This is an optimization exercise on Yosys and OpenROAD, whose aim is small area, a short achievable clock period and few clock cycles per item, not a production implementation. In this exercise RTL edits were held to simulation tests only and were not proved equivalent to the original. Power and IR drop assume default switching activity.

==> flow/constraint.sdc <==
create_clock -name core_clock -period 8.0 [get_ports {clk_i}]
set_input_delay 1.6000 -clock core_clock [delete_from_list [all_inputs] [get_ports {clk_i}]]
set_output_delay 1.6000 -clock core_clock [all_outputs]
set_load 0.01 [all_outputs]
==> flow/run.sh <==
#!/bin/bash
# synth_recipe.tcl (not shown) runs the flow's synth.tcl, then flattens the netlist and writes it again
# the make line also repeats each setting of config.mk as NAME=value (left out here)
make -C /OpenROAD-flow-scripts/flow DESIGN_CONFIG=/design/flow/config.mk WORK_HOME=/design/flow/orfs CLKGATE_MAP_FILE= SYNTH_SCRIPT=/design/flow/synth_recipe.tcl finish
==> flow/config.mk <==
export PLATFORM = sky130hd
export DESIGN_NAME = sha1_message_digest
export DESIGN_NICKNAME = sha1_message_digest
export VERILOG_FILES = /design/flow/design.v
export SDC_FILE = /design/flow/constraint.sdc
export NUM_CORES = 4
export LEC_CHECK = 0
export ABC_CLOCK_PERIOD_IN_PS = 3000
export CAP_MARGIN = 20
export CORE_MARGIN = 2
export CORE_UTILIZATION = 70
export CTS_BUF_LIST = sky130_fd_sc_hd__clkbuf_8
export CTS_CLUSTER_SIZE = 30
export SETUP_SLACK_MARGIN = 5
export SLEW_MARGIN = 20
export TNS_END_PERCENT = 0
==> flow/design.v <==
package sha1_pkg;
  localparam int unsigned NumChain  = 5;
  localparam int unsigned NumSched  = 16;
  localparam int unsigned NumRounds = 80;
  localparam int unsigned CountW    = 61;
  localparam logic [NumChain*32-1:0] Iv = {
    32'hc3d2e1f0, 32'h10325476, 32'h98badcfe, 32'hefcdab89, 32'h67452301
  };
  localparam logic [7:0] PadByte = 8'h80;
  typedef enum logic [1:0] {
    PH_CH  = 2'd0,
    PH_PAR = 2'd1,
    PH_MAJ = 2'd2,
    PH_PAR2 = 2'd3
  } sha1_phase_e;
  function automatic logic [31:0] sha1_k(sha1_phase_e ph);
    logic [31:0] k;
    case (ph)
      2'd0:    k = 32'h5a827999;
      2'd1:    k = 32'h6ed9eba1;
      2'd2:    k = 32'h8f1bbcdc;
      default: k = 32'hca62c1d6;
    endcase
    sha1_k = k;
  endfunction
  typedef struct packed {
    logic take_byte;   
    logic pad_push;    
    logic fill_push;   
    logic fill_len;    
    logic load_vars;   
    logic round;       
    logic add_chain;   
    logic emit_next;   
    logic finish;      
  } sha1_cmd_t;
  typedef struct packed {
    logic blk_end;     
    logic len_fits;    
    logic widx_last;   
    logic round_last;
    logic word_last;
  } sha1_stat_t;
endpackage
module sha1_message_digest (
  input  logic        clk_i,
  input  logic        rst_ni,
  input  logic        in_valid_i,
  output logic        in_ready_o,
  input  logic [7:0]  data_byte_i,
  input  logic        byte_present_i,
  input  logic        last_i,
  output logic        out_valid_o,
  input  logic        out_ready_i,
  output logic [31:0] digest_word_o,
  output logic [2:0]  word_index_o,
  output logic        last_word_o
);
  localparam logic [1:0] S_IN   = 2'd0;   
  localparam logic [1:0] S_PAD  = 2'd1;   
  localparam logic [1:0] S_FILL = 2'd2;   
  function automatic logic [31:0] rotl(logic [31:0] x, int unsigned n);
    rotl = (x << n) | (x >> (32 - n));
  endfunction
  function automatic logic [31:0] add32(logic [31:0] x, logic [31:0] y);
    logic [31:0] g, p, gn, pn;
    g = x & y;
    p = x ^ y;
    for (int d = 1; d < 32; d = d * 2) begin
      gn = g;
      pn = p;
      for (int i = d; i < 32; i++) begin
        gn[i] = g[i] | (p[i] & g[i-d]);
        pn[i] = p[i] & p[i-d];
      end
      g = gn;
      p = pn;
    end
    add32 = (x ^ y) ^ {g[30:0], 1'b0};
  endfunction
  function automatic logic [31:0] add3(logic [31:0] x, logic [31:0] y, logic [31:0] z);
    logic [31:0] sv, cv;
    sv = x ^ y ^ z;
    cv = (x & y) | (x & z) | (y & z);
    add3 = add32(sv, {cv[30:0], 1'b0});
  endfunction
  function automatic logic [31:0] iv(int unsigned i);
    iv = sha1_pkg::Iv[32*i +: 32];
  endfunction
  logic [31:0] ib_q [16];          
  logic [31:0] w_q [16];           
  logic [31:0] a_q, b_q, c_q, d_q, e_q;
  logic [31:0] h_q [5];
  logic [31:0] pre_q;              
  logic        pv_q;               
  logic [6:0]  pt_q;               
  logic [1:0]  ph_q;               
  logic        end_q;              
  logic        bnd_q;              
  logic [1:0]  phn_q;              
  logic [6:0]  pt_d1;
  logic [6:0]  pt_d;
  logic        busy_q;             
  logic        efin_q;             
  logic        ibf_q;              
  logic        ifin_q;             
  logic [3:0]  fidx_q;             
  logic [60:0] cnt_q;              
  logic [1:0]  st_q;
  logic        len_ok_q;           
  logic        init_q;             
  logic        out_q;              
  logic [2:0]  oidx_q;
  logic        last_q;             
  logic        rv_q, sv_q;
  logic [9:0]  rb_q, sb_q;         
  logic       r_last, r_pres, r_free, acc, in_acc, take, pad_do, fill_do;
  logic [7:0] r_byte;
  logic [1:0] pos;
  assign {r_last, r_pres, r_byte} = rb_q;
  assign pos = cnt_q[1:0];
  assign in_acc     = rv_q && (st_q == S_IN) && (!r_pres || !ibf_q);
  assign take       = in_acc && r_pres;
  assign r_free     = !rv_q || in_acc;
  assign in_ready_o = !sv_q;
  assign acc        = in_valid_i && !sv_q;
  assign pad_do     = (st_q == S_PAD) && !ibf_q;
  assign fill_do    = (st_q == S_FILL) && !ibf_q;
  always_ff @(posedge clk_i) begin
    if (r_free) begin
      rb_q <= sv_q ? sb_q : {last_i, byte_present_i, data_byte_i};
    end else if (acc) begin
      sb_q <= {last_i, byte_present_i, data_byte_i};
    end
  end
  logic [3:0]  wr_idx;
  logic [3:0]  lane_en;
  logic [31:0] wr_data, fill_word;
  assign fill_word = !len_ok_q          ? 32'd0 :
                     (fidx_q == 4'd14)  ? cnt_q[60:29] :
                     (fidx_q == 4'd15)  ? {cnt_q[28:0], 3'b000} : 32'd0;
  always_comb begin
    wr_idx  = cnt_q[5:2];
    lane_en = 4'b0000;
    wr_data = {4{r_byte}};
    if (take) begin
      lane_en = 4'b1000 >> pos;
    end else if (pad_do) begin
      lane_en = 4'b1111 >> pos;
      wr_data = {4{sha1_pkg::PadByte}} & (32'hff000000 >> {pos, 3'b000});
    end else if (fill_do) begin
      wr_idx  = fidx_q;
      lane_en = 4'b1111;
      wr_data = fill_word;
    end
  end
  always_ff @(posedge clk_i) begin
    for (int i = 0; i < 16; i++) begin
      for (int l = 0; l < 4; l++) begin
        if (lane_en[l] && wr_idx == 4'(i)) ib_q[i][8*l +: 8] <= wr_data[8*l +: 8];
      end
    end
  end
  logic chain_do, start, pt_end;
  assign pt_end   = end_q;
  assign chain_do = busy_q && pt_end && !pv_q && !out_q;
  assign start    = ibf_q && (!busy_q || chain_do);
  logic [31:0] w_new;
  assign w_new = rotl(w_q[13] ^ w_q[8] ^ w_q[2] ^ w_q[0], 1);
  always_ff @(posedge clk_i) begin
    if (start) begin
      for (int i = 0; i < 16; i++) w_q[i] <= ib_q[i];
    end else begin
      for (int i = 0; i < 15; i++) w_q[i] <= w_q[i+1];
      w_q[15] <= w_new;
    end
  end
  logic [1:0]  ph, ph_d;
  logic [31:0] k, ee_q, kw_q;
  logic        pv_d;
  assign ph   = ph_q;
  assign pv_d = busy_q && !pt_end;
  always_comb begin
    ph_d = ph_q;
    if (start) begin
      ph_d = 2'd0;
    end else if (busy_q && !pt_end && bnd_q) begin
      ph_d = ph_q + 2'd1;
    end
  end
  assign pt_d1 = pt_d + 7'd1;
  always_comb begin
    pt_d = pt_q;
    if (start) begin
      pt_d = 7'd0;
    end else if (busy_q && !pt_end) begin
      pt_d = pt_q + 7'd1;
    end
  end
  logic [1:0]  ph_n;
  logic [31:0] kw0, kwn;
  assign ph_n = phn_q;
  assign kw0  = add32(32'h5a827999, ib_q[0]);
  always_comb begin
    case (ph_n)
      2'd0:    k = 32'h5a827999;
      2'd1:    k = 32'h6ed9eba1;
      2'd2:    k = 32'h8f1bbcdc;
      default: k = 32'hca62c1d6;
    endcase
  end
  assign kwn = add32(k, w_q[1]);
  logic [31:0] a_d, b_d, c_d, d_d, e_d;
  logic [31:0] fp_q, fq_q;
  logic [31:0] c_r, d_r;
  assign c_r = pv_q ? rotl(b_q, 30) : c_q;
  assign d_r = pv_q ? c_q : d_q;
  always_ff @(posedge clk_i) begin
    ee_q  <= pv_d ? d_d : e_d;
    kw_q  <= start ? kw0 : kwn;
    pre_q <= add32(ee_q, kw_q);
    case (ph)
      2'd0: begin
        fp_q <= c_r;
        fq_q <= d_r;
      end
      2'd2: begin
        fp_q <= c_r | d_r;
        fq_q <= c_r & d_r;
      end
      default: begin
        fp_q <= ~(c_r ^ d_r);
        fq_q <= c_r ^ d_r;
      end
    endcase
  end
  logic [31:0] f, t;
  logic [31:0] sum [5];
  assign f = (b_q & fp_q) | (~b_q & fq_q);
  assign t = add3(rotl(a_q, 5), f, pre_q);
  assign sum[0] = h_q[0] + a_q;
  assign sum[1] = h_q[1] + b_q;
  assign sum[2] = h_q[2] + c_q;
  assign sum[3] = h_q[3] + d_q;
  assign sum[4] = h_q[4] + e_q;
  always_comb begin
    a_d = a_q; b_d = b_q; c_d = c_q; d_d = d_q; e_d = e_q;
    if (pv_q) begin
      a_d = t;
      b_d = a_q;
      c_d = rotl(b_q, 30);
      d_d = c_q;
      e_d = d_q;
    end else if (chain_do) begin
      if (init_q || efin_q) begin
        a_d = iv(0); b_d = iv(1); c_d = iv(2); d_d = iv(3); e_d = iv(4);
      end else begin
        a_d = sum[0]; b_d = sum[1]; c_d = sum[2]; d_d = sum[3]; e_d = sum[4];
      end
    end
  end
  always_ff @(posedge clk_i) begin
    a_q <= a_d;
    b_q <= b_d;
    c_q <= c_d;
    d_q <= d_d;
    e_q <= e_d;
    if (chain_do) begin
      for (int i = 0; i < 5; i++) h_q[i] <= init_q ? iv(i) : sum[i];
    end else if (out_q && out_ready_i && last_q) begin
      for (int i = 0; i < 5; i++) h_q[i] <= iv(i);
    end else if (out_q && out_ready_i) begin
      for (int i = 0; i < 4; i++) h_q[i] <= h_q[i+1];
      h_q[4] <= h_q[0];
    end
  end
  always_ff @(posedge clk_i or negedge rst_ni) begin
    if (!rst_ni) begin
      pv_q     <= 1'b0;
      pt_q     <= 7'd80;
      ph_q     <= 2'd3;
      end_q    <= 1'b1;
      bnd_q    <= 1'b0;
      phn_q    <= 2'd3;
      busy_q   <= 1'b1;
      efin_q   <= 1'b0;
      ibf_q    <= 1'b0;
      ifin_q   <= 1'b0;
      fidx_q   <= 4'd0;
      cnt_q    <= '0;
      st_q     <= S_IN;
      len_ok_q <= 1'b0;
      init_q   <= 1'b1;
      out_q    <= 1'b0;
      oidx_q   <= 3'd0;
      last_q   <= 1'b0;
      rv_q     <= 1'b0;
      sv_q     <= 1'b0;
    end else begin
      if (r_free) begin
        rv_q <= sv_q || acc;
        sv_q <= 1'b0;
      end else if (acc) begin
        sv_q <= 1'b1;
      end
      pv_q <= pv_d;
      ph_q <= ph_d;
      pt_q  <= pt_d;
      end_q <= (pt_d == 7'd80);
      bnd_q <= (pt_d == 7'd19) || (pt_d == 7'd39) || (pt_d == 7'd59);
      phn_q <= (pt_d1 < 7'd20) ? 2'd0 : (pt_d1 < 7'd40) ? 2'd1 : (pt_d1 < 7'd60) ? 2'd2 : 2'd3;
      if (start) begin
        busy_q <= 1'b1;
        efin_q <= ifin_q;
      end else begin
        if (chain_do) busy_q <= 1'b0;
      end
      if (chain_do) begin
        init_q  <= 1'b0;
        if (efin_q) out_q <= 1'b1;
      end
      if (take) begin
        cnt_q <= cnt_q + 61'd1;
        if (cnt_q[5:0] == 6'd63) ibf_q <= 1'b1;
      end
      if (start) begin
        ibf_q  <= 1'b0;
        ifin_q <= 1'b0;
      end
      case (st_q)
        S_IN: begin
          if (in_acc && r_last) st_q <= S_PAD;
        end
        S_PAD: begin
          if (pad_do) begin
            st_q <= S_FILL;
            if (cnt_q[5:2] == 4'd15) begin
              ibf_q    <= 1'b1;
              fidx_q   <= 4'd0;
              len_ok_q <= 1'b1;
            end else begin
              fidx_q   <= cnt_q[5:2] + 4'd1;
              len_ok_q <= (cnt_q[5:2] != 4'd14);
            end
          end
        end
        default: begin
          if (fill_do) begin
            fidx_q <= fidx_q + 4'd1;
            if (fidx_q == 4'd15) begin
              ibf_q <= 1'b1;
              if (len_ok_q) begin
                ifin_q   <= 1'b1;
                cnt_q    <= '0;
                len_ok_q <= 1'b0;
                st_q     <= S_IN;
              end else begin
                len_ok_q <= 1'b1;
              end
            end
          end
        end
      endcase
      if (out_q && out_ready_i) begin
        if (last_q) begin
          out_q  <= 1'b0;
          oidx_q <= 3'd0;
          last_q <= 1'b0;
        end else begin
          oidx_q <= oidx_q + 3'd1;
          last_q <= (oidx_q == 3'd3);
        end
      end
    end
  end
  assign out_valid_o   = out_q;
  assign digest_word_o = h_q[0];
  assign word_index_o  = oidx_q;
  assign last_word_o   = last_q;
endmodule
==> run summary, run 1 <==
number of DRC markers in iteration 0 4713; Starting Density 70.36%; WP data arrival 4940 ps; hold path start w_q[6][15]$_DFF_P_; CTS Sinks 1618; clock root buffer clkbuf_8; Initial DRT Pass Iterations 8; pwr dens 494.7 nW/µm²; startpoint types register; largest family of logic cells by synthesized area simple AND/OR/NAND/NOR gates; Synth Area in XOR/XNOR 4.785%; Flop pwr share 36.6%; total grt overflow 0; GP Congestion 0.9499; Layout area overhead 10.28%; Critical Path Sink Type register; min Tclk post-route 4164 ps; Hold EP w_q[5][15]$_DFF_P_; Synth Warn # 5; Mean Syn Cell Area 10.40 µm²; RSZ-0062 raised after global routing yes; most frequent cell after synthesis nand2_1; Post-Route Setup TNS 0 ps; drt total wl 185600 µm; Final #Nets 7342; Net Sw Frac 39.91%; mux contribution to synthesized area 1.830%; via count 51919; Fin. Hold Viols 0; FFs w/ async S/R, synth 5.810%; Relative slew margins 20.17%; area share of the largest cell type after synthesis 33.15%; syn_nets 7243; Worst Setup Path Type reg2reg; prevailing post-synth register cell edfxtp_1; sequential fraction of the synthesis area 57.10%; I/O Buffers 51; Synth Instances 6865; Post-synth EDFFs 788; H-tree Lvls 4; Die W 323.3 µm; simple-gate portion of the synthesized area 14.93%; Setup WS post-layout 3836 ps; overall routing resource usage 35.40%; R2R Path End b_q[30]$_DFFE_PP_; number of remaining DRC errors 0; Num CTS Buffers 238; period utilization 52.06%; Pint 0.02340 W; Slew @ Worst Pin 1193 ps; skew final 65.10 ps; CTS max path bufs 3; largest net degree at the start of global routing 173; CP startpoint b_q[0]$_DFFE_PP_; Peak VDD IR 0.3477 mV; Clk network pwr share 17.7%; clock network latency to the later pin of the worst-skew pair 930 ps; Die H 323.3 µm; outcome timing/DRC/antenna clean; Hold WC Path Type reg2reg; Yosys cell types 85; FMAX 240.1 MHz; antenna violations before repair 2; leading area contributor after synthesis edfxtp_1; CTS tree yes; switching power 0.01554 W; leakage 33.30 nW; core box area 101400 µm²; Antenna Nets Post-Route 0; FP Rows 117; die area 104500 µm²; Avg WL per Cell 21.71 µm; hold buffer count at CTS 0; WP data required 8770 ps; Hold Crit Depth 2; Ports 52; clock slew at reported path FFs 70 ps; Worst Path Max Fanout 4; DP Wirelength 124100 µm; MaxCap Viol Count 0; combinational share of power 45.7%; Reg2Reg Depth 12; Synth Area in Compound Gates 12.14%; Post-synth top cells 1845 x nand2_1, 788 x edfxtp_1, 736 x dfxtp_1; synthesized area 71380 µm²; post-DR vias/cell 6.073; #FFs+latches synth 1618; Slew Limit Fails 0; number of global-route vias before repair 51286; R2R setup slack 3840 ps; Place WS 3488 ps; first-pass GRT wire length 284000 µm; final setup fails 0; R2R Path Start b_q[0]$_DFFE_PP_; adder and majority gate portion of the synthesized area 6.790%; Area contributors post-synth edfxtp_1 33%, dfxtp_1 21%, nand2_1 9.7%; layout cells sized above 1 8.705%
-- routing by layer --
| metal | up-vias | global-route usage, % | wire length, µm |
|---|---|---|---|
| li1 | 24193 | - | - |
| met1 | 25005 | 45.92 | 74190 |
| met2 | 2251 | 57.01 | 86710 |
| met5 | - | 0 | 0 |
| met4 | 0 | 19.02 | 9811 |
| met3 | 470 | 6.261 | 14910 |
-- state kept, by name, indices dropped and copies added, names as in the netlist, 7 cells and up --
signal	count
c_q	32
pre_q	32
fq_q	32
d_q	32
kw_q	32
pt_q	7
sb_q	10
w_q	512
b_q	32
e_q	32
cnt_q	61
ee_q	32
a_q	32
ib_q	512
rb_q	10
h_q	160
fp_q	32
-- area by class of cell --
cell class	count	area, µm²
well taps	1368	1712
clock buffers	290	3991
clock inverters	166	1091
flip-flops and latches	1618	40760
repair buffers	145	1339
fillers	6738	22730
diodes	1	2.502
multi-input cells	4788	29170
inverters	173	654.4
-- layout by cell type, fill, tap and decap left out, drive strengths merged, types with 14 or more instances in the layout --
master,synthesis,routed
o21ai,346,346
o221ai,42,42
clkdlybuf4s50,0,50
a21o,100,100
o21bai,30,30
ha,325,325
a21oi,268,268
o22ai,24,24
clkbuf,266,290
nor2b,33,33
and2,23,23
buf,21,94
clkinv,1,59
xnor2,256,256
dfrtp,85,85
nand2,1845,1845
nand3,74,74
or3,34,34
and3,44,44
a211oi,34,34
nor2,377,378
nand4,21,21
dfxtp,736,736
mux2,84,84
o22a,84,84
edfxtp,788,788
a31oi,40,40
a22oi,76,76
nand2b,41,41
fa,39,39
xor2,134,134
mux2i,36,36
and4,15,15
o31ai,24,24
nor3,53,53
o21a,42,42
o211ai,14,14
a22o,64,64
inv,172,268
-- power groups by stage --
| stage | sequential [W] | combinational, W | clock [W] |
|---|---|---|---|
| final | 0.0143 | 0.0178 | 0.00689 |
| after floorplan | 0.0135 | 0.0128 | 0 |
| after global routing | 0.0145 | 0.0196 | 0.00731 |
| after CTS | 0.0142 | 0.0174 | 0.00696 |
| after detailed placement | 0.0143 | 0.0170 | 0 |
| after global placement | 0.0143 | 0.0165 | 0 |
-- cell families (layout without fill, tap and decap cells) --
kind of cell               Yosys count  count (layout)
AOI/OAI and AO/OA                 1309            1309
xor gates and xnor gates           390             390
adders and majority gates          364             364
buffers and inverters              460             774
DFF                               1618            1618
muxes                              120             120
other                                0               1
and+or+nand+nor                   2604            2605
-- critical path: stages, from the launching register on --
cell and delay [ps]:
edfxtp_1 430, ha_2 240, fa_2 370, a211oi_2 230, o21bai_2 120, o41a_1 470, a211o_1 400, a211o_1 380
o31ai_4 360, o21ai_4 130, a221o_1 340, xor2_1 300, o22a_1 240
-- how the worst max path moves through the flow --
stage | to | slack, ps
floorplan | a_q[29]$_DFFE_PP_ | 4180
global placement | kw_q[28]$_DFF_P_ | 3470
detailed placement | kw_q[28]$_DFF_P_ | 3490
CTS | b_q[30]$_DFFE_PP_ | 3890
global route | b_q[30]$_DFFE_PP_ | 3750
finish | b_q[30]$_DFFE_PP_ | 3840
-- timing repair --
item | 4_1_cts | 5_1_grt
gates resized for setup | 22 | 22
buffers inserted | 10 | 9
setup endpoints to repair | 1305 | 1651
pin swaps | 9 | 15
cloned | 2 | 0
-- stage by stage --
stage | area, µm² | total power (W) | hold WS [ps] | instances | utilization, %
6_report | 78720 | 0.03895 | 412.8 | 8549 | 77.60
4_1_cts | 78540 | 0.03854 | 407.2 | 8537 | 77.42
5_1_grt | 78720 | 0.04138 | 430.2 | 8549 | 77.60
2_1_floorplan | 71410 | 0.02632 | 398.9 | 6865 | -
3_3_place_gp | 73240 | 0.03079 | 401.0 | 8069 | 72.20
3_5_place_dp | 73250 | 0.03132 | 404.7 | 8069 | 72.21
Testbench counts, summed over its fixed seeds: cycles 69,889, bytes 46,322.
==> inputs of run 2 (changes only) <==
--- a/flow/design.v
+++ b/flow/design.v
@@ -163,2 +163,9 @@
   end
+  always_ff @(posedge clk_i) begin
+    if (init_q || (fill_do && fidx_q == 4'd15 && len_ok_q)) begin
+      cnt_q <= '0;
+    end else if (take) begin
+      cnt_q <= cnt_q + 61'd1;
+    end
+  end
   logic chain_do, start, pt_end;
@@ -238,4 +245,10 @@
   logic [31:0] sum [5];
-  assign f = (b_q & fp_q) | (~b_q & fq_q);
-  assign t = add3(rotl(a_q, 5), f, pre_q);
+  logic [31:0] ra, t_s, t_c, t_c1, t_c0;
+  assign ra   = rotl(a_q, 5);
+  assign f    = (b_q & fp_q) | (~b_q & fq_q);
+  assign t_s  = ra ^ pre_q ^ f;
+  assign t_c1 = (ra & pre_q) | (ra & fp_q) | (pre_q & fp_q);
+  assign t_c0 = (ra & pre_q) | (ra & fq_q) | (pre_q & fq_q);
+  assign t_c  = (b_q & t_c1) | (~b_q & t_c0);
+  assign t    = add32(t_s, {t_c[30:0], 1'b0});
   assign sum[0] = h_q[0] + a_q;
@@ -289,3 +302,2 @@
       fidx_q   <= 4'd0;
-      cnt_q    <= '0;
       st_q     <= S_IN;
@@ -322,3 +334,2 @@
       if (take) begin
-        cnt_q <= cnt_q + 61'd1;
         if (cnt_q[5:0] == 6'd63) ibf_q <= 1'b1;
@@ -353,3 +364,2 @@
                 ifin_q   <= 1'b1;
-                cnt_q    <= '0;
                 len_ok_q <= 1'b0;
--- a/flow/config.mk
+++ b/flow/config.mk
@@ -10,5 +10,4 @@
 export CORE_MARGIN = 2
-export CORE_UTILIZATION = 70
+export CORE_UTILIZATION = 60
 export CTS_BUF_LIST = sky130_fd_sc_hd__clkbuf_8
-export CTS_CLUSTER_SIZE = 30
 export SETUP_SLACK_MARGIN = 5
==> run 2 against run 1 <==
Compared with the run above: synthesized cell count grew 1.9%; area after synthesis is essentially flat; non-clock buffer count increased by 20; via count down 0.91%; worst hold slack got worse by 24 ps; first-iteration DRC count decreased by 4.1%; critical path type unchanged; largest cell class unchanged.
==> run summary, run 2 <==
outcome timing/DRC/antenna clean; Power, Total 0.03970 W; Mean Syn Cell Area 10.22 µm²; WP data arrival 4630 ps; Slew @ Worst Pin 1178 ps; drt total wl 191200 µm; Reg2Reg Depth 15; Die H 349.1 µm; antenna violations before repair 4; commonest cells after routing, fill and taps aside 1868 x nand2_1, 797 x dfxtp_1, 788 x edfxtp_1; Synth Instances 6994; DP Wirelength 128600 µm; post-DR vias/cell 5.789; CTS max path bufs 4; most frequent cell after synthesis nand2_1; R2R Path End a_q[30]$_DFFE_PP_; Die W 349.1 µm; Slew Limit Fails 0; clock root buffer clkbuf_8; biggest regs ib_q x512, w_q x512, h_q x160; Critical Path Sink Type register; RSZ-0062 raised after global routing yes; Yosys cell types 87; Place WS 3237 ps; #FFs+latches synth 1618; Post-synth top cells 1872 x nand2_1, 797 x dfxtp_1, 788 x edfxtp_1; Starting Density 60.51%; Avg WL per Cell 21.52 µm; Placed Area 73600 µm²; startpoint types register; R2R setup slack 4190 ps; leakage 33.43 nW; CTS Sinks 1618; largest net degree at the start of global routing 230; post-layout instance area 79670 µm²; switching power 0.01586 W; FFs w/ async S/R, synth 2.040%; period utilization 47.57%; Clk network pwr share 17.3%; Worst Setup Path Type reg2reg; leading area contributor after synthesis edfxtp_1; Worst Setup EP a_q[30]$_DFFE_PP_; FMAX 262.8 MHz; clock network latency to the later pin of the worst-skew pair 970 ps; hold buffer count at CTS 0; Initial DRT Pass Iterations 6; WP data required 8830 ps; clock slew at reported path FFs 60 ps; min Tclk post-route 3806 ps; Synth Warn # 5; Fin. Hold Viols 0; Setup WS post-layout 4194 ps; skew final 66.11 ps; worst hold slack 388.3 ps; prevailing post-synth register cell dfxtp_1; overall routing resource usage 31.20%; commonest non-fill, non-tap cell in the layout nand2_1; I/O Buffers 51; via count 51449; Antenna Nets Post-Route 0; die area 121900 µm²; R2R Path Start a_q[28]$_DFFE_PP_; total grt overflow 0; area share of the largest cell type after synthesis 33.12%; Layout area overhead 11.50%; Hold WC Path Type reg2reg; Post-synth EDFFs 788; Worst Path Max Fanout 3; Area contributors post-synth edfxtp_1 33%, dfxtp_1 22%, nand2_1 9.8%; Pint 0.02384 W; Ports 52; Peak VDD IR 0.3211 mV; synthesized area 71450 µm²; Flop pwr share 35.5%; FP Rows 126; hold path start ib_q[9][7]$_DFFE_PP_; CP startpoint a_q[28]$_DFFE_PP_; Post-Route Setup TNS 0 ps; final setup fails 0; H-tree Lvls 5; syn_nets 7372; Relative slew margins 21.47%; core box area 118100 µm²; number of DRC markers in iteration 0 4519; number of remaining DRC errors 0; combinational share of power 47.2%; sequential fraction of the synthesis area 56.62%; Num CTS Buffers 279; Final #Nets 7530; Net Sw Frac 39.94%; MaxCap Viol Count 0; number of global-route vias before repair 50748; CTS tree yes; layout cells sized above 1 9.280%; first-pass GRT wire length 291600 µm; pwr dens 498.3 nW/µm²; GP Congestion 0.9719
run 2: per-stage QoR:
| step | util (%) | cells |
|---|---|---|
| finish | 67.47 | 8887 |
| global route | 67.47 | 8887 |
| CTS | 67.06 | 8865 |
| detailed placement | 62.33 | 8362 |
| global placement | 62.33 | 8362 |
| floorplan | - | 6994 |
run 2: kinds of logic after synthesis:
logic type	after synthesis	share of synthesized area (%)
AO/OA/AOI/OAI	1363	12.58
XOR/XNOR	428	5.246
adder cells (fa/ha/maj)	364	6.458
buffers and inverters	469	2.464
flip-flops	1618	56.62
multiplexers	111	1.653
AND/OR/NAND/NOR	2641	14.98
run 2: what timing repair did:
| action | in CTS | in global routing |
|---|---|---|
| gates cloned | 2 | 0 |
| pin swaps | 22 | 37 |
| endpoints found under the setup margin | 1965 | 2082 |
| endpoints found under the hold margin | 0 | 0 |
| resized for setup | 70 | 67 |
| buffers inserted | 23 | 19 |
run 2: power by group through the flow:
stage	combinational, W	clock [W]	sequential (W)
after CTS	0.0180	0.00699	0.0140
after floorplan	0.0133	0	0.0133
after global placement	0.0170	0	0.0142
final	0.0187	0.00688	0.0141
after detailed placement	0.0174	0	0.0142
after global routing	0.0207	0.00738	0.0143
run 2: layout make-up:
type	instances	area [µm²]
diodes	2	5.005
clock buffers	319	4390
clock inverters	159	683.2
fillers	9248	38410
inverters	179	680.7
multi-input cells	4909	30040
flip-flops and latches	1618	40460
well taps	1536	1922
repair buffers	165	1479
run 2: worst min path at each step:
| stage | end | cells after the start |
|---|---|---|
| after detailed placement | w_q[2][20]$_DFF_P_ | 2 |
| after CTS | w_q[9][7]$_DFF_P_ | 2 |
| after global routing | w_q[4][7]$_DFF_P_ | 2 |
| after floorplan | w_q[10][0]$_DFF_P_ | 2 |
| final | w_q[9][7]$_DFF_P_ | 2 |
| after global placement | w_q[11][16]$_DFF_P_ | 2 |
run 2: worst max-delay path, stage by stage (launching register included):
cell      delay [ps]
edfxtp_1         430
buf_12           170
ha_4             150
or2_4            270
ha_4             230
a211oi_4         260
o211ai_1         210
a41oi_2          330
o21bai_4         130
a41o_1           290
o21ai_2          240
a21oi_2           80
o21a_1           210
o21a_1           210
o2111a_1         260
nor3_2           160
run 2: metal layers:
metal  global-route usage [%]  vias to the layer above  part of all wire (%)
met5                        0                        -                     0
met4                    12.49                        0                   3.6
met3                    4.886                      320                   6.1
met2                    51.79                     1566                    48
met1                    41.04                    24847                    43
li1                         -                    24716                     -
Testbench counts of run 2, summed over its fixed seeds: cycles 69,889, bytes 46,322.
==> inputs of run 3 (changes only) <==
--- a/flow/config.mk
+++ b/flow/config.mk
@@ -12,2 +12,3 @@
 export CTS_BUF_LIST = sky130_fd_sc_hd__clkbuf_8
+export PLACE_DENSITY = 0.72
 export SETUP_SLACK_MARGIN = 5
==> run 3 against run 2 <==
Compared with the run above: still clean; register-to-register slack improved by 30 ps; clock power increased by 6.2%; sequential share of layout area down 0.31 points; routed wire length rose by 0.65%; clock skew up 2.5 ps; critical path depth grew 1; flip-flop and latch count unchanged; largest power group unchanged; highest routed layer unchanged.
==> run summary, run 3 <==
core box area 118100 µm²; WP data required 8660 ps; critical-path cell list buf_6, ha_4, xnor2_2, ha_2, inv_2, fa_2, nor2b_1, o21a_1, o21ai_2, a21o_1, a21oi_4, a31oi_4, a211o_1, o21ai_2, mux2i_1, o211ai_1; via count 52413; CTS max path bufs 4; commonest non-fill, non-tap cell in the layout nand2_1; largest net degree at the start of global routing 215; R2R Path Start a_q[28]$_DFFE_PP_; top layer in use met4; M1 wire length 79210 µm; Avg WL per Cell 21.56 µm; outcome timing/DRC/antenna clean; Flop pwr share 34.8%; commonest cells after routing, fill and taps aside 1866 x nand2_1, 797 x dfxtp_1, 788 x edfxtp_1; CP max-delay cell edfxtp_1; Pint 0.02413 W; sequential fraction of the synthesis area 56.62%; WP data arrival 4440 ps; Clk network pwr share 18.2%; WL met2 90040 µm; pwr dens 501.2 nW/µm²; clock slew at reported path FFs 60 ps; number of global-route vias before repair 51522; most frequent cell after synthesis nand2_1; leading area contributor after synthesis edfxtp_1; H-tree Lvls 5; leakage 33.65 nW; final setup fails 0; Num CTS Buffers 282; Ports 52; Peak VDD IR 0.2658 mV; clock network latency to the later pin of the worst-skew pair 980 ps; Core Util, Final 67.88%; Setup WS post-layout 4228 ps; drt total wl 192500 µm; synthesized area 71450 µm²; switching power 0.01604 W; most used cell, CP o21ai_2; GP Congestion 0.9457; WL met3 14920 µm; clock root buffer clkbuf_8; Initial DRT Pass Iterations 8; max incr delay on CP 410 ps; antenna violations before repair 5; skew final 68.64 ps; biggest regs ib_q x512, w_q x512, h_q x160; layout cells sized above 1 9.947%; FMAX 265.1 MHz; Slew @ Worst Pin 1210 ps; startpoint types register; Critical Path Sink Type register; R2R setup slack 4230 ps; prevailing post-synth register cell dfxtp_1; Die H 349.1 µm; Place WS 3631 ps; Die W 349.1 µm; number of remaining DRC errors 0; CTS Sinks 1618; worst hold slack 392.0 ps; Post-synth EDFFs 788; area share of the largest cell type after synthesis 33.12%; post-DR vias/cell 5.870; Post-Route Setup TNS 0 ps; R2R Path End a_q[31]$_DFFE_PP_; Post-synth top cells 1872 x nand2_1, 797 x dfxtp_1, 788 x edfxtp_1; FFs w/ async S/R, synth 2.040%; Reg2Reg Depth 16; overall routing resource usage 31.41%; Final #Nets 7559; #FFs+latches synth 1618; min Tclk post-route 3772 ps; syn_nets 7372; combinational share of power 47.0%; total grt overflow 0; number of DRC markers in iteration 0 4915; Layout area overhead 12.17%; FP Rows 126; CTS tree yes; Antenna Nets Post-Route 0; Placed Cells 8360; MaxCap Viol Count 0; Worst Path Max Fanout 3; Worst Setup Path Type reg2reg; period utilization 47.15%; Yosys cell types 87; Filler cells 8894; Mean Syn Cell Area 10.22 µm²; first-pass GRT wire length 294400 µm; Slew Limit Fails 0; DP Wirelength 127600 µm; final non-filler cell total 8929; Relative slew margins 19.34%; Net Sw Frac 39.94%; Starting Density 60.51%; Hold EP w_q[10][9]$_DFF_P_; Synth Instances 6994; hold path start w_q[11][9]$_DFF_P_; I/O Buffers 51; Synth Warn # 5; Area contributors post-synth edfxtp_1 33%, dfxtp_1 22%, nand2_1 9.8%; die area 121900 µm²; Hold Crit Depth 2; Fin. Hold Viols 0; RSZ-0062 raised after global routing yes; Hold WC Path Type reg2reg
[run 3: cell families after synthesis]
kind of cell,synth area share [%]
AOI/OAI and AO/OA,12.58
xor gates and xnor gates,5.246
adders and majority gates,6.458
buffers and inverters,2.464
DFF,56.62
muxes,1.653
and+or+nand+nor,14.98
[run 3: through the flow]
| step | instance area (µm²) | power, W |
|---|---|---|
| floorplan | 71560 | 0.02660 |
| global placement | 73560 | 0.03114 |
| detailed placement | 73560 | 0.03159 |
| CTS | 80010 | 0.03988 |
| global route | 80150 | 0.04278 |
| finish | 80150 | 0.04017 |
[run 3: routing by layer]
| layer | vias to the layer above | track usage, % |
|---|---|---|
| met1 | 25199 | 40.98 |
| li1 | 24796 | - |
| met2 | 1993 | 51.36 |
| met4 | 0 | 14.22 |
| met3 | 425 | 5.429 |
| met5 | - | 0 |
[run 3: how the worst max path moves through the flow]
stage / slack [ps] / endpoint / from
floorplan: 4710 / h_q[2][27]$_DFFE_PP_ / c_q[7]$_DFFE_PP_
global placement: 3690 / h_q[0][31]$_DFFE_PP_ / out_ready_i
detailed placement: 3630 / h_q[1][31]$_DFFE_PP_ / out_ready_i
CTS: 4310 / a_q[30]$_DFFE_PP_ / b_q[1]$_DFFE_PP_
global route: 4110 / ib_q[7][31]$_DFFE_PP_ / st_q[0]$_DFFE_PN0P_
finish: 4230 / a_q[31]$_DFFE_PP_ / a_q[28]$_DFFE_PP_
[run 3: worst max-delay path, delay by kind of cell, from the launching register on]
kind                     cells  cell delay (ps)
AO/OA/AOI/OAI                8             1540
XOR/XNOR                     1              100
adder cells (fa/ha/maj)      3              870
buffers and inverters        2              240
flip-flops                   1              410
multiplexers                 1              200
AND/OR/NAND/NOR              1              120
[run 3: power by group through the flow]
| stage | Sequential (W) | Combinational (W) | Clock, W |
|---|---|---|---|
| final | 0.0140 | 0.0189 | 0.00731 |
| after global routing | 0.0142 | 0.0208 | 0.00778 |
| after CTS | 0.0139 | 0.0185 | 0.00742 |
| after detailed placement | 0.0141 | 0.0174 | 0 |
| after global placement | 0.0141 | 0.0171 | 0 |
| after floorplan | 0.0133 | 0.0133 | 0 |
[run 3: what timing repair did]
item	4_1_cts	5_1_grt
pin swaps	49	6
setup buffers	70	2
resized for setup	101	29
setup endpoints to repair	1887	2042
hold buffers	0	0
cloned	1	0
[run 3: cell type report]
| class | instances | area [µm²] | area share, % |
|---|---|---|---|
| diodes | 4 | 10.01 | 0.01249 |
| clock buffers | 333 | 4583 | 5.718 |
| clock inverters | 159 | 863.3 | 1.077 |
| inverters | 179 | 675.6 | 0.8430 |
| multi-input cells | 4908 | 29990 | 37.42 |
| flip-flops and latches | 1618 | 40460 | 50.48 |
| well taps | 1536 | 1922 | 2.398 |
| repair buffers | 192 | 1645 | 2.053 |
==> inputs of run 4 (changes only) <==
--- a/flow/config.mk
+++ b/flow/config.mk
@@ -11,4 +11,2 @@
 export CORE_UTILIZATION = 60
-export CTS_BUF_LIST = sky130_fd_sc_hd__clkbuf_8
-export PLACE_DENSITY = 0.72
 export SETUP_SLACK_MARGIN = 5
==> run 4 against run 3 <==
Compared with the run above: total power grew 0.77%; cell count shrank 2.5%; clock power grew 7.3%.
==> run summary, run 4 <==
outcome timing/DRC/antenna clean; Worst Setup Path Type reg2reg; antenna violations before repair 2; Placed Area 73600 µm²; Worst Path Buf+Inv 2; area share of the largest cell type after synthesis 33.12%; skew final 38.95 ps; max incr delay on CP 430 ps; number of remaining DRC errors 0; min Tclk post-route 3765 ps; CTS tree yes; largest net degree at the start of global routing 230; CTS max path bufs 3; first-pass GRT wire length 290600 µm; biggest regs ib_q x512, w_q x512, h_q x160; pwr dens 505.6 nW/µm²; Post-Route Setup TNS 0 ps; CTS Sinks 1618; total grt overflow 0; most used cell, CP o21ai_2; DP Wirelength 128600 µm; CP max-delay cell edfxtp_1; syn_nets 7372; FP Rows 126; WP data required 8520 ps; Fin. Hold Viols 0; combinational share of power 45.9%; #FFs+latches synth 1618; Flop pwr share 34.8%; Starting Density 60.51%; via count 50950; Synth Warn # 5; MaxCap Viol Count 0; switching power 0.01586 W; FFs w/ async S/R, synth 2.040%; commonest cells after routing, fill and taps aside 1868 x nand2_1, 797 x dfxtp_1, 788 x edfxtp_1; Power, Total 0.04048 W; Die H 349.1 µm; Clk network pwr share 19.4%; Critical Path Sink Type register; sequential fraction of the synthesis area 56.62%; Final #Nets 7406; core box area 118100 µm²; Hold WC Path Type reg2reg; I/O Buffers 51; Net Sw Frac 39.17%; kind of cell adding the most delay to the critical path compound AO/OA/AOI/OAI gates; Yosys cell types 87; worst hold slack 414.1 ps; prevailing post-synth register cell dfxtp_1; Mean Syn Cell Area 10.22 µm²; die area 121900 µm²; leakage 33.01 nW; post-DR vias/cell 5.854; Synth Instances 6994; Slew @ Worst Pin 1099 ps; RSZ-0062 raised after global routing yes; hold buffer count at CTS 0; H-tree Lvls 4; leading area contributor after synthesis edfxtp_1; GP Congestion 0.9719; Worst Path Max Fanout 3; Num CTS Buffers 162; post-layout instance area 80070 µm²; WP data arrival 4280 ps; Initial DRT Pass Iterations 9; period utilization 47.07%; commonest non-fill, non-tap cell in the layout nand2_1; clock slew at reported path FFs 60 ps; Layout area overhead 12.06%; Die W 349.1 µm; Slew Limit Fails 0; clock root buffer clkbuf_16; Avg WL per Cell 21.87 µm; FMAX 265.6 MHz; synthesized area 71450 µm²; startpoint types register; Post-synth EDFFs 788; Relative slew margins 26.74%; Antenna Nets Post-Route 0; Post-synth top cells 1872 x nand2_1, 797 x dfxtp_1, 788 x edfxtp_1; Area contributors post-synth edfxtp_1 33%, dfxtp_1 22%, nand2_1 9.8%; most frequent cell after synthesis nand2_1; final setup fails 0; Peak VDD IR 0.3107 mV; number of global-route vias before repair 50144; clock network latency to the later pin of the worst-skew pair 800 ps; diode count 0; number of DRC markers in iteration 0 4639; overall routing resource usage 31.11%; critical-path cell list buf_12, ha_4, xnor2_2, ha_2, inv_2, fa_2, nor2b_1, o21a_1, o21ai_2, a21o_1, a21oi_4, a31oi_4, a211o_1, o21ai_2, mux2i_1, o211ai_1; layout cells sized above 1 8.092%; Pint 0.02462 W; Ports 52; drt total wl 190300 µm
[run 4: cell counts after synthesis]
Identical to the previous run, type by type.
[run 4: tightest hold or removal path, stage by stage, from the launching register on]
cell     delay (ps)
dfxtp_1         300
nand2_1          50
nand2_1          50
[run 4: metal layers]
metal,GRT usage [%],wire (µm)
met1,41.11,80730
met2,52.21,91270
met3,4.141,11300
met4,11.98,7005
met5,0,0
[run 4: final cells by class]
type                       count  area, µm²
inverter                     179      676.9
clock buffer                 235       4684
timing repair buffer         158       1440
sequential                  1618      40460
clock inverter                69      884.6
tap                         1536       1922
fill                        9042      38020
multi-input combinational   4909      30000
[run 4: per-stage QoR]
step	instances	setup slack (ps)	utilization, %
2_1_floorplan	6994	4706	-
3_3_place_gp	8362	3227	62.33
3_5_place_dp	8362	3237	62.33
4_1_cts	8692	4262	67.53
5_1_grt	8704	4089	67.81
6_report	8704	4235	67.81
[run 4: logic make-up after synthesis]
logic type | Yosys count | synth area share, %
adder cells (fa/ha/maj) | 364 | 6.458
AO/OA/AOI/OAI | 1363 | 12.58
AND/OR/NAND/NOR | 2641 | 14.98
flip-flops | 1618 | 56.62
buffers and inverters | 469 | 2.464
XOR/XNOR | 428 | 5.246
multiplexers | 111 | 1.653
[run 4: path summary, 6_finish.rpt]
check,startpoint,endpoint,slack (ps),cells after the start
worst min register to register,w_q[6][6]$_DFF_P_,w_q[5][6]$_DFF_P_,410,2
worst min-delay path,w_q[6][6]$_DFF_P_,w_q[5][6]$_DFF_P_,410,2
max in group asynchronous,rst_ni,pv_q$_DFF_PN0_,6270,1
worst max register to register,a_q[28]$_DFFE_PP_,a_q[31]$_DFFE_PP_,4230,16
min in group asynchronous,rst_ni,ifin_q$_DFF_PN0_,970,1
worst max-delay path,a_q[28]$_DFFE_PP_,a_q[31]$_DFFE_PP_,4230,16
[run 4: timing repair]
item	CTS	global route
gates cloned	2	0
resized for setup	73	56
setup buffers	24	11
endpoints found under the setup margin	1968	2081
pin swaps	34	19
[run 4: power by group through the flow]
stage	Sequential (W)	Combinational (W)	Clock (W)
global route	0.0143	0.0205	0.00828
finish	0.0141	0.0186	0.00784
detailed placement	0.0142	0.0174	0
CTS	0.0140	0.0181	0.00794
global placement	0.0142	0.0170	0
floorplan	0.0133	0.0133	0
==> inputs of run 5 (changes only) <==
--- a/flow/config.mk
+++ b/flow/config.mk
@@ -8,7 +8,8 @@
 export ABC_CLOCK_PERIOD_IN_PS = 3000
-export CAP_MARGIN = 20
+export CAP_MARGIN = 10
 export CORE_MARGIN = 2
 export CORE_UTILIZATION = 60
+export CTS_BUF_LIST = sky130_fd_sc_hd__clkbuf_8
 export SETUP_SLACK_MARGIN = 5
-export SLEW_MARGIN = 20
+export SLEW_MARGIN = 10
 export TNS_END_PERCENT = 0
==> run 5 against run 4 <==
Compared with the run above: still clean on timing, DRC and antenna; flip-flop and latch count did not move; worst setup slack got worse by 49 ps; cell count rose by 2.1%; maximum frequency fell by 1.3%; non-clock buffer count rose by 6; synthesized cell count did not move; final area fell by 0.49%; sequential share of layout area rose by 0.25 points; count of clock-buffer cells in the layout rose by 84; utilization fell by 0.33 points; sequential power barely moved.
==> run summary, run 5 <==
Die H 349.1 µm; hold buffer count at CTS 0; Slew @ Worst Pin 1206 ps; R2R Path End a_q[30]$_DFFE_PP_; grt met3 use 4.886%; first-pass GRT wire length 291600 µm; number of DRC markers in iteration 0 4433; #FFs+latches synth 1618; Mean Syn Cell Area 10.22 µm²; Critical Path Sink Type register; post-DR vias/cell 5.792; Core Util, Final 67.48%; R2R setup slack 4190 ps; RSZ-0062 raised after global routing yes; Synth Instances 6994; Layout area overhead 11.51%; GP Congestion 0.9719; period utilization 47.68%; core box area 118100 µm²; H-tree Lvls 5; Antenna Nets Post-Route 0; number of remaining DRC errors 0; Die W 349.1 µm; area share of the largest cell type after synthesis 33.12%; die area 121900 µm²; Filler cells 9245; CTS Sinks 1618; antenna violations before repair 4; drt total wl 191400 µm; hold path start ib_q[9][7]$_DFFE_PP_; leading area contributor after synthesis edfxtp_1; pwr dens 498.4 nW/µm²; Peak VDD IR 0.3209 mV; clock slew at reported path FFs 60 ps; clock network latency to the later pin of the worst-skew pair 970 ps; Slew Limit Fails 0; FFs w/ async S/R, synth 2.040%; leakage 33.43 nW; layout cells sized above 1 9.268%; FMAX 262.1 MHz; WP data arrival 4640 ps; biggest regs ib_q x512, w_q x512, h_q x160; overall routing resource usage 31.20%; FP Rows 126; GR peak layer met2; skew final 64.22 ps; outcome timing/DRC/antenna clean; Power, Total 0.03971 W; prevailing post-synth register cell dfxtp_1; Area contributors post-synth edfxtp_1 33%, dfxtp_1 22%, nand2_1 9.8%; GRT met2 Usage 51.79%; Post-synth top cells 1872 x nand2_1, 797 x dfxtp_1, 788 x edfxtp_1; Num CTS Buffers 279; final setup fails 0; MaxCap Viol Count 0; Hold WC Path Type reg2reg; Worst Path Max Fanout 4; Ports 52; Reg2Reg Depth 14; min Tclk post-route 3815 ps; syn_nets 7372; via count 51478; Starting Density 60.51%; commonest cells after routing, fill and taps aside 1868 x nand2_1, 797 x dfxtp_1, 788 x edfxtp_1; Hold Crit Depth 2; Fin. Hold Viols 0; WP data required 8820 ps; Worst Setup Path Type reg2reg; sequential fraction of the synthesis area 56.62%; commonest non-fill, non-tap cell in the layout nand2_1; number of global-route vias before repair 50748; most frequent cell after synthesis nand2_1; Final #Nets 7529; Avg WL per Cell 21.54 µm; clock root buffer clkbuf_8; CTS max path bufs 4; Relative slew margins 19.63%; synthesized area 71450 µm²; DP Wirelength 128600 µm; startpoint types register; CTS tree yes; Hold EP w_q[9][7]$_DFF_P_; total grt overflow 0; Post-Route Setup TNS 0 ps; I/O Buffers 51; largest net degree at the start of global routing 230; Post-synth EDFFs 788; met1 Usage GRT 41.04%; Synth Warn # 5; R2R Path Start b_q[7]$_DFFE_PP_; Initial DRT Pass Iterations 6; Yosys cell types 87
run 5: cell counts after synthesis:
No cell type changed its count.
run 5: area by class of cell:
cell class | count | area (µm²) | share of cell area (%)
diodes | 4 | 10.01 | 0.01256
clock buffers | 319 | 4390 | 5.510
clock inverters | 159 | 683.2 | 0.8574
inverters | 179 | 680.7 | 0.8543
multi-input cells | 4909 | 30060 | 37.73
flip-flops and latches | 1618 | 40460 | 50.78
well taps | 1536 | 1922 | 2.412
repair buffers | 164 | 1468 | 1.842
run 5: cells by family (layout without fill, tap and decap cells):
| family | count (synthesis) | in the layout | synth area share [%] |
|---|---|---|---|
| other cells | 0 | 4 | 0 |
| flops | 1618 | 1618 | 56.62 |
| buf+inv | 469 | 821 | 2.464 |
| simple gates | 2641 | 2643 | 14.98 |
| fa+ha+maj | 364 | 364 | 6.458 |
| xor+xnor | 428 | 428 | 5.246 |
| mux | 111 | 111 | 1.653 |
| compound gates | 1363 | 1363 | 12.58 |
run 5: how the worst max path moves through the flow:
stage | startpoint | endpoint | slack, ps
finish | b_q[7]$_DFFE_PP_ | a_q[30]$_DFFE_PP_ | 4190
detailed placement | pv_q$_DFF_PN0_ | phn_q[0]$_DFF_PN1_ | 3240
global route | b_q[6]$_DFFE_PP_ | a_q[30]$_DFFE_PP_ | 4090
floorplan | c_q[7]$_DFFE_PP_ | h_q[2][27]$_DFFE_PP_ | 4710
CTS | a_q[28]$_DFFE_PP_ | a_q[31]$_DFFE_PP_ | 4250
global placement | pv_q$_DFF_PN0_ | phn_q[0]$_DFF_PN1_ | 3230
run 5: report_power, final:
part	switching (W)	leakage [nW]	internal, W
clock	0.00319	3.07	0.00367
sequential	0.00189	14.4	0.0122
combinational	0.0108	16.0	0.00798
run 5: timing repair:
| action | CTS | global route |
|---|---|---|
| setup buffers | 23 | 19 |
| gates cloned | 2 | 0 |
| gates resized for setup | 70 | 69 |
| pin swaps | 22 | 37 |
| endpoints found under the setup margin | 1965 | 2082 |
run 5: routing by layer:
metal	vias up	part of all wire, %
li1	24732	-
met1	24801	42
met2	1624	48
met3	321	6.2
met4	0	3.6
met5	-	0
run 5: critical path, cell delays in order (launching register included):
cell      delay [ps]
edfxtp_1         500
mux2i_1          360
xnor2_1          160
ha_1             300
a211oi_2         230
o211ai_1         230
a41oi_2          340
o21bai_4         140
a41o_1           290
o21ai_2          240
a21oi_2           80
o21a_1           210
o21a_1           210
o2111a_1         260
nor3_2           160
run 5: through the flow:
step | worst slack, ps | instances | hold WS [ps] | cell area, µm²
6_report | 4185 | 8888 | 390.7 | 79680
3_5_place_dp | 3237 | 8362 | 403.4 | 73600
5_1_grt | 4093 | 8886 | 409.4 | 79670
4_1_cts | 4252 | 8865 | 386.4 | 79180
3_3_place_gp | 3227 | 8362 | 402.0 | 73600
2_1_floorplan | 4706 | 6994 | 398.9 | 71560
==> inputs of run 6 (changes only) <==
--- a/flow/config.mk
+++ b/flow/config.mk
@@ -8,3 +8,3 @@
 export ABC_CLOCK_PERIOD_IN_PS = 3000
-export CAP_MARGIN = 10
+export CAP_MARGIN = 20
 export CORE_MARGIN = 2
@@ -13,3 +13,3 @@
 export SETUP_SLACK_MARGIN = 5
-export SLEW_MARGIN = 10
-export TNS_END_PERCENT = 0
+export SLEW_MARGIN = 20
+export TNS_END_PERCENT = 5
==> run 6 against run 5 <==
Compared with the run above: sequential power about the same; clock power barely moved; count of clock-buffer cells in the layout did not move; area after synthesis is the same; highest routed layer unchanged; clock skew grew 1.9 ps; still clean; critical path depth grew 2.
==> run summary, run 6 <==
Yosys cell types 87; R2R Path End a_q[30]$_DFFE_PP_; Die W 349.1 µm; CTS Sinks 1618; core box area 118100 µm²; Worst Setup EP a_q[30]$_DFFE_PP_; CP max-delay cell edfxtp_1; startpoint types register; Hold WC Path Type reg2reg; Slew Limit Fails 0; first-pass GRT wire length 296200 µm; CP startpoint a_q[28]$_DFFE_PP_; leakage 34.15 nW; worst hold slack 386.7 ps; commonest non-fill, non-tap cell in the layout nand2_1; number of global-route vias before repair 51388; hold buffer count at CTS 0; Num CTS Buffers 279; #FFs+latches synth 1618; WP data required 8730 ps; largest net degree at the start of global routing 215; met1 Usage GRT 41.57%; Die H 349.1 µm; Starting Density 60.51%; Slew @ Worst Pin 1085 ps; synthesized area 71450 µm²; GP Congestion 0.9719; commonest cells after routing, fill and taps aside 1861 x nand2_1, 795 x dfxtp_1, 788 x edfxtp_1; number of remaining DRC errors 0; most frequent cell after synthesis nand2_1; Ports 52; CTS tree yes; Avg WL per Cell 21.75 µm; Fin. Hold Viols 0; via count 52183; Final #Nets 7645; final setup fails 0; Worst Setup Path Type reg2reg; skew final 66.12 ps; number of DRC markers in iteration 0 4513; pwr dens 500.4 nW/µm²; antenna violations before repair 4; leading area contributor after synthesis edfxtp_1; Worst Path Buf+Inv 1; Worst Path Max Fanout 3; overall routing resource usage 31.74%; R2R Path Start a_q[28]$_DFFE_PP_; critical-path cell list buf_12, nor2_1, nor2_1, or2_4, ha_4, a211oi_4, o211ai_1, a41oi_2, o21bai_4, a41o_1, o21ai_2, a21oi_1, o21a_1, o21a_1, nor3_1, nor3_2; die area 121900 µm²; clock root buffer clkbuf_8; grt met3 use 4.987%; sequential fraction of the synthesis area 56.62%; max incr delay on CP 430 ps; Reg2Reg Depth 16; WP data arrival 4540 ps; drt total wl 195800 µm; Post-synth top cells 1872 x nand2_1, 797 x dfxtp_1, 788 x edfxtp_1; kind of cell adding the most delay to the critical path compound AO/OA/AOI/OAI gates; GR peak layer met2; period utilization 47.63%; Mean Syn Cell Area 10.22 µm²; biggest regs ib_q x512, w_q x512, h_q x160; FP Rows 126; CP Depth 16; min Tclk post-route 3811 ps; Post-synth EDFFs 788; RSZ-0062 raised after global routing yes; Layout area overhead 14.02%; Antenna Nets Post-Route 0; DP Wirelength 128600 µm; GRT met2 Usage 52.73%; clock slew at reported path FFs 60 ps; outcome timing/DRC/antenna clean; Area contributors post-synth edfxtp_1 33%, dfxtp_1 22%, nand2_1 9.8%; I/O Buffers 51; MaxCap Viol Count 0; CTS max path bufs 4; area share of the largest cell type after synthesis 33.12%; FFs w/ async S/R, synth 2.040%; total grt overflow 0; Synth Warn # 5; R2R setup slack 4190 ps; syn_nets 7372; post-DR vias/cell 5.797; Critical Path Sink Type register; clock network latency to the later pin of the worst-skew pair 980 ps; Post-Route Setup TNS 0 ps; prevailing post-synth register cell dfxtp_1; Synth Instances 6994; FMAX 262.4 MHz; layout cells sized above 1 12.34%; H-tree Lvls 5; Relative slew margins 27.69%; Initial DRT Pass Iterations 5; Peak VDD IR 0.3221 mV
[run 6: cell counts after synthesis]
Identical to the previous run, type by type.
[run 6: worst min-delay path by stage]
stage | startpoint | end | slack, ps | cells past startpoint
after floorplan | w_q[11][0]$_DFF_P_ | w_q[10][0]$_DFF_P_ | 400 | 2
after global placement | w_q[12][16]$_DFF_P_ | w_q[11][16]$_DFF_P_ | 400 | 2
after detailed placement | w_q[3][20]$_DFF_P_ | w_q[2][20]$_DFF_P_ | 400 | 2
after CTS | ib_q[9][7]$_DFFE_PP_ | w_q[9][7]$_DFF_P_ | 390 | 2
after global routing | w_q[5][7]$_DFF_P_ | w_q[4][7]$_DFF_P_ | 410 | 2
final | ib_q[9][7]$_DFFE_PP_ | w_q[9][7]$_DFF_P_ | 390 | 2
[run 6: timing repair]
item / in CTS / in global routing
cloned: 3 / 2
setup buffers: 92 / 62
resized for setup: 240 / 149
endpoints found under the setup margin: 1965 / 1370
pin swaps: 113 / 62
[run 6: cells by family after synthesis]
logic type / Yosys count / share of synthesized area, %
adder cells (fa/ha/maj): 364 / 6.458
AND/OR/NAND/NOR: 2641 / 14.98
AO/OA/AOI/OAI: 1363 / 12.58
buffers and inverters: 469 / 2.464
multiplexers: 111 / 1.653
XOR/XNOR: 428 / 5.246
flip-flops: 1618 / 56.62
[run 6: layer usage]
metal  vias to the layer above  share of wire, %
li1                      24984                 -
met1                     25197                42
met2                      1659                48
met3                       343               6.3
met4                         0               3.5
met5                         -                 0
[run 6: layout make-up]
class	count	area [µm²]
Inverter	179	688.2
Clock buffer	319	4390
Clock inverter	159	683.2
Tap cell	1536	1922
Multi-Input combinational cell	4911	30930
Sequential cell	1618	40470
Antenna cell	2	5.005
Fill cell	9037	36610
Timing Repair Buffer	278	2377
[run 6: worst min-delay path: stages (launching register included)]
cell and delay (ps):
edfxtp_1 310, nand2_1 40, nand2_1 40
[run 6: where the power goes]
part / switching [W] / internal, W / leakage (nW)
clock network: 0.00320 / 0.00367 / 3.07
logic: 0.0112 / 0.00858 / 16.7
registers: 0.00188 / 0.0122 / 14.4
total: 0.0163 / 0.0244 / 34.2
[run 6: stage by stage]
stage / setup slack [ps] / cell area [µm²] / utilization, % / cells / total power (W)
2_1_floorplan: 4706 / 71560 / - / 6994 / 0.02660
3_3_place_gp: 3227 / 73600 / 62.33 / 8362 / 0.03120
3_5_place_dp: 3237 / 73600 / 62.33 / 8362 / 0.03157
4_1_cts: 4252 / 80510 / 68.18 / 8935 / 0.03983
5_1_grt: 4111 / 81470 / 68.99 / 9002 / 0.04345
6_report: 4189 / 81470 / 68.99 / 9002 / 0.04076
==> inputs of run 7 (changes only) <==
--- a/flow/design.v
+++ b/flow/design.v
@@ -207,5 +207,4 @@
   logic [1:0]  ph_n;
-  logic [31:0] kw0, kwn;
+  logic [31:0] kwn;
   assign ph_n = phn_q;
-  assign kw0  = add32(32'h5a827999, ib_q[0]);
   always_comb begin
@@ -218,3 +217,3 @@
   end
-  assign kwn = add32(k, w_q[1]);
+  assign kwn = add32(pt_end ? 32'h5a827999 : k, pt_end ? ib_q[0] : w_q[1]);
   logic [31:0] a_d, b_d, c_d, d_d, e_d;
@@ -226,3 +225,3 @@
     ee_q  <= pv_d ? d_d : e_d;
-    kw_q  <= start ? kw0 : kwn;
+    kw_q  <= kwn;
     pre_q <= add32(ee_q, kw_q);
--- a/flow/config.mk
+++ b/flow/config.mk
@@ -14,2 +14,2 @@
 export SLEW_MARGIN = 20
-export TNS_END_PERCENT = 5
+export TNS_END_PERCENT = 0
==> run 7 against run 6 <==
Compared with the run above: cell count is 1.8% lower; highest routed layer is now met5; sequential share of layout area is 0.82 points higher; combinational power is essentially flat; worst hold slack got worse by 2.3 ps.
==> run summary, run 7 <==
core box area 117900 µm²; Post-synth EDFFs 788; FP Rows 126; Synth Instances 6898; Hold WC Path Type reg2reg; commonest cells after routing, fill and taps aside 1847 x nand2_1, 797 x dfxtp_1, 788 x edfxtp_1; Avg WL per Cell 22.20 µm; prevailing post-synth register cell dfxtp_1; GP Congestion 0.9397; Hold Crit Depth 2; Reg2Reg Depth 16; largest net degree at the start of global routing 235; critical-path cell list buf_6, ha_4, xnor2_1, ha_2, inv_2, fa_2, nand2b_4, a21oi_4, o311a_4, o21ai_4, nor4_4, o41ai_4, o21ai_2, buf_4, xnor2_1, a21oi_1; R2R Path Start a_q[28]$_DFFE_PP_; most used cell, CP xnor2_1; Hold EP w_q[13][0]$_DFF_P_; syn_nets 7277; RSZ-0062 raised after global routing yes; Area contributors post-synth edfxtp_1 33%, dfxtp_1 22%, nand2_1 9.8%; skew final 72.47 ps; CTS max path bufs 4; sequential fraction of the synthesis area 56.80%; Starting Density 60.39%; synthesized area 71220 µm²; Relative slew margins 17.72%; R2R Path End a_q[29]$_DFFE_PP_; Initial DRT Pass Iterations 5; Yosys cell types 88; via count 51563; Ports 52; area share of the largest cell type after synthesis 33.23%; drt total wl 196200 µm; number of global-route vias before repair 50572; Worst Path Max Fanout 4; Num CTS Buffers 280; first-pass GRT wire length 296400 µm; Die H 348.5 µm; Layout area overhead 12.52%; period utilization 46.28%; most frequent cell after synthesis nand2_1; CTS tree yes; FMAX 270.1 MHz; hold path start w_q[14][0]$_DFF_P_; WP data arrival 4370 ps; pwr dens 512.8 nW/µm²; Slew @ Worst Pin 1234 ps; Synth Warn # 5; post-DR vias/cell 5.833; Peak VDD IR 0.3062 mV; R2R setup slack 4300 ps; number of DRC markers in iteration 0 4462; Die W 348.5 µm; DP Wirelength 128500 µm; max incr delay on CP 420 ps; Antenna Nets Post-Route 0; Setup WS post-layout 4297 ps; CTS Sinks 1618; die area 121500 µm²; Mean Syn Cell Area 10.32 µm²; number of remaining DRC errors 0; kind of cell adding the most delay to the critical path compound AO/OA/AOI/OAI gates; overall routing resource usage 32.02%; CP max-delay cell nor4_4; FFs w/ async S/R, synth 2.040%; Post-Route Setup TNS 0 ps; Fin. Hold Viols 0; startpoint types register; MaxCap Viol Count 0; Place WS 3739 ps; worst hold slack 384.4 ps; combinational share of power 47.9%; Clk network pwr share 17.8%; clock network latency to the later pin of the worst-skew pair 1010 ps; Final #Nets 7469; clock slew at reported path FFs 60 ps; Critical Path Sink Type register; outcome timing/DRC/antenna clean; leading area contributor after synthesis edfxtp_1; final setup fails 0; clock root buffer clkbuf_8; layout cells sized above 1 11.23%; switching power 0.01671 W; antenna violations before repair 4; hold buffer count at CTS 0; biggest regs ib_q x512, w_q x512, h_q x160; min Tclk post-route 3703 ps; Worst Path Buf+Inv 3; leakage 33.98 nW; #FFs+latches synth 1618; Worst Setup Path Type reg2reg; total grt overflow 0; Slew Limit Fails 0; Flop pwr share 34.4%; Filler cells 9233; I/O Buffers 51; WP data required 8660 ps; Net Sw Frac 40.66%; H-tree Lvls 5; commonest non-fill, non-tap cell in the layout nand2_1; Pint 0.02439 W; Post-synth top cells 1853 x nand2_1, 797 x dfxtp_1, 788 x edfxtp_1
==> run 7: layout make-up <==
| cell class | count | area (µm²) | share of cell area (%) |
|---|---|---|---|
| timing repair inverter | 1 | 5.005 | 0.006245 |
| multi-input combinational | 4827 | 29910 | 37.32 |
| timing repair buffer | 203 | 1817 | 2.267 |
| sequential | 1618 | 40460 | 50.49 |
| tap | 1536 | 1922 | 2.398 |
| antenna | 4 | 10.01 | 0.01249 |
| inverter | 159 | 600.6 | 0.7494 |
| clock buffer | 336 | 4624 | 5.771 |
| clock inverter | 156 | 789.5 | 0.9852 |
==> run 7: cell families after synthesis <==
kind of cell	after synthesis	synth area share [%]
AO/OA/AOI/OAI	1326	12.34
XOR/XNOR	407	5.005
adder cells (fa/ha/maj)	365	6.497
buffers and inverters	455	2.423
flip-flops	1618	56.80
multiplexers	142	2.145
AND/OR/NAND/NOR	2585	14.78
==> run 7: through the flow <==
| step | power, W | area (µm²) | utilization [%] | std cells |
|---|---|---|---|---|
| floorplan | 0.02722 | 71330 | - | 6898 |
| global placement | 0.03227 | 73230 | 62.10 | 8257 |
| detailed placement | 0.03263 | 73310 | 62.17 | 8259 |
| CTS | 0.04069 | 79860 | 67.72 | 8825 |
| global route | 0.04372 | 80140 | 67.96 | 8840 |
| finish | 0.04110 | 80140 | 67.96 | 8840 |
==> run 7: repair_timing <==
action	CTS	global route
gates resized for setup	142	40
endpoints found under the setup margin	2225	2186
buffers inserted	68	11
pin swaps	28	22
gates cloned	6	0
==> run 7: worst max-delay path by stage <==
stage / start / cells past startpoint / end / slack (ps)
2_1_floorplan: b_q[0]$_DFFE_PP_ / 12 / h_q[1][28]$_DFFE_PP_ / 4670
3_3_place_gp: end_q$_DFF_PN1_ / 9 / b_q[29]$_DFFE_PP_ / 3710
3_5_place_dp: end_q$_DFF_PN1_ / 9 / b_q[24]$_DFFE_PP_ / 3740
4_1_cts: h_q[1][0]$_DFFE_PP_ / 13 / b_q[28]$_DFFE_PP_ / 4420
5_1_grt: a_q[28]$_DFFE_PP_ / 17 / a_q[31]$_DFFE_PP_ / 4200
6_report: a_q[28]$_DFFE_PP_ / 16 / a_q[29]$_DFFE_PP_ / 4300
==> run 7: metal layers <==
metal  GRT usage, %  wire [µm]  up-vias
li1               -          -    24480
met1          41.41      81300    24836
met2          53.79      93790     1826
met3          5.399      13530      419
met4          12.66       7608        2
met5              0         18        -
==> run 7: worst reg2reg max path: cells and delay by family, from the launching register on <==
kind,cells,cell delay (ps)
simple gates,2,590
xor+xnor,2,220
flops,1,410
buf+inv,3,350
compound gates,6,960
fa+ha+maj,3,820
==> run 7: power groups by stage <==
stage                     clock network, W  logic (W)  registers (W)
after global placement                   0     0.0180         0.0143
after floorplan                          0     0.0138         0.0134
after global routing               0.00778     0.0216         0.0144
after CTS                          0.00742     0.0192         0.0141
final                              0.00730     0.0197         0.0141
after detailed placement                 0     0.0183         0.0143
Testbench counts of run 7, summed over its fixed seeds: cycles 69,889, bytes 46,322.

==> what the ideal ports hide <==
In the flow no input, the clock included, has a driving cell. The finished layouts below were timed again as built, in two steps. Step 1: set_driving_cell puts a clkbuf_16 on clk_i and a buf_2 on each other input, an assumption about the parent block. Step 2, shift: input delay + t, output delay - t, t = (earliest + latest rising clock arrival at the registers) / 2. This alone moves slack from input paths to output paths. Slacks: ideal / step 1 / step 2; pairs: ideal / step 1.
run | t, ns | setup WS [ns] | worst setup path after step 2 | latest minus earliest clock arrival (ns) | pins driven straight from the clock port
run 1 | 0.970 | 3.836 / 3.836 / 3.836 | register to register | 0.065 / 0.065 | 1
run 2 | 1.010 | 4.194 / 4.194 / 3.748 | input to register | 0.067 / 0.067 | 1
run 3 | 1.028 | 4.228 / 4.228 / 3.568 | input to register | 0.082 / 0.081 | 1
run 4 | 0.859 | 4.235 / 4.235 / 3.742 | input to register | 0.042 / 0.042 | 1
run 5 | 1.006 | 4.185 / 4.185 / 3.762 | input to register | 0.067 / 0.067 | 1
run 6 | 1.019 | 4.189 / 4.189 / 3.747 | input to register | 0.067 / 0.067 | 1
run 7 | 1.044 | 4.297 / 4.297 / 3.744 | input to register | 0.076 / 0.077 | 1
After both steps setup and hold are still met in every run listed. The setup slack of run 3, which loses most, moves by 0.000 ns with the drivers and by -0.660 ns with both steps.
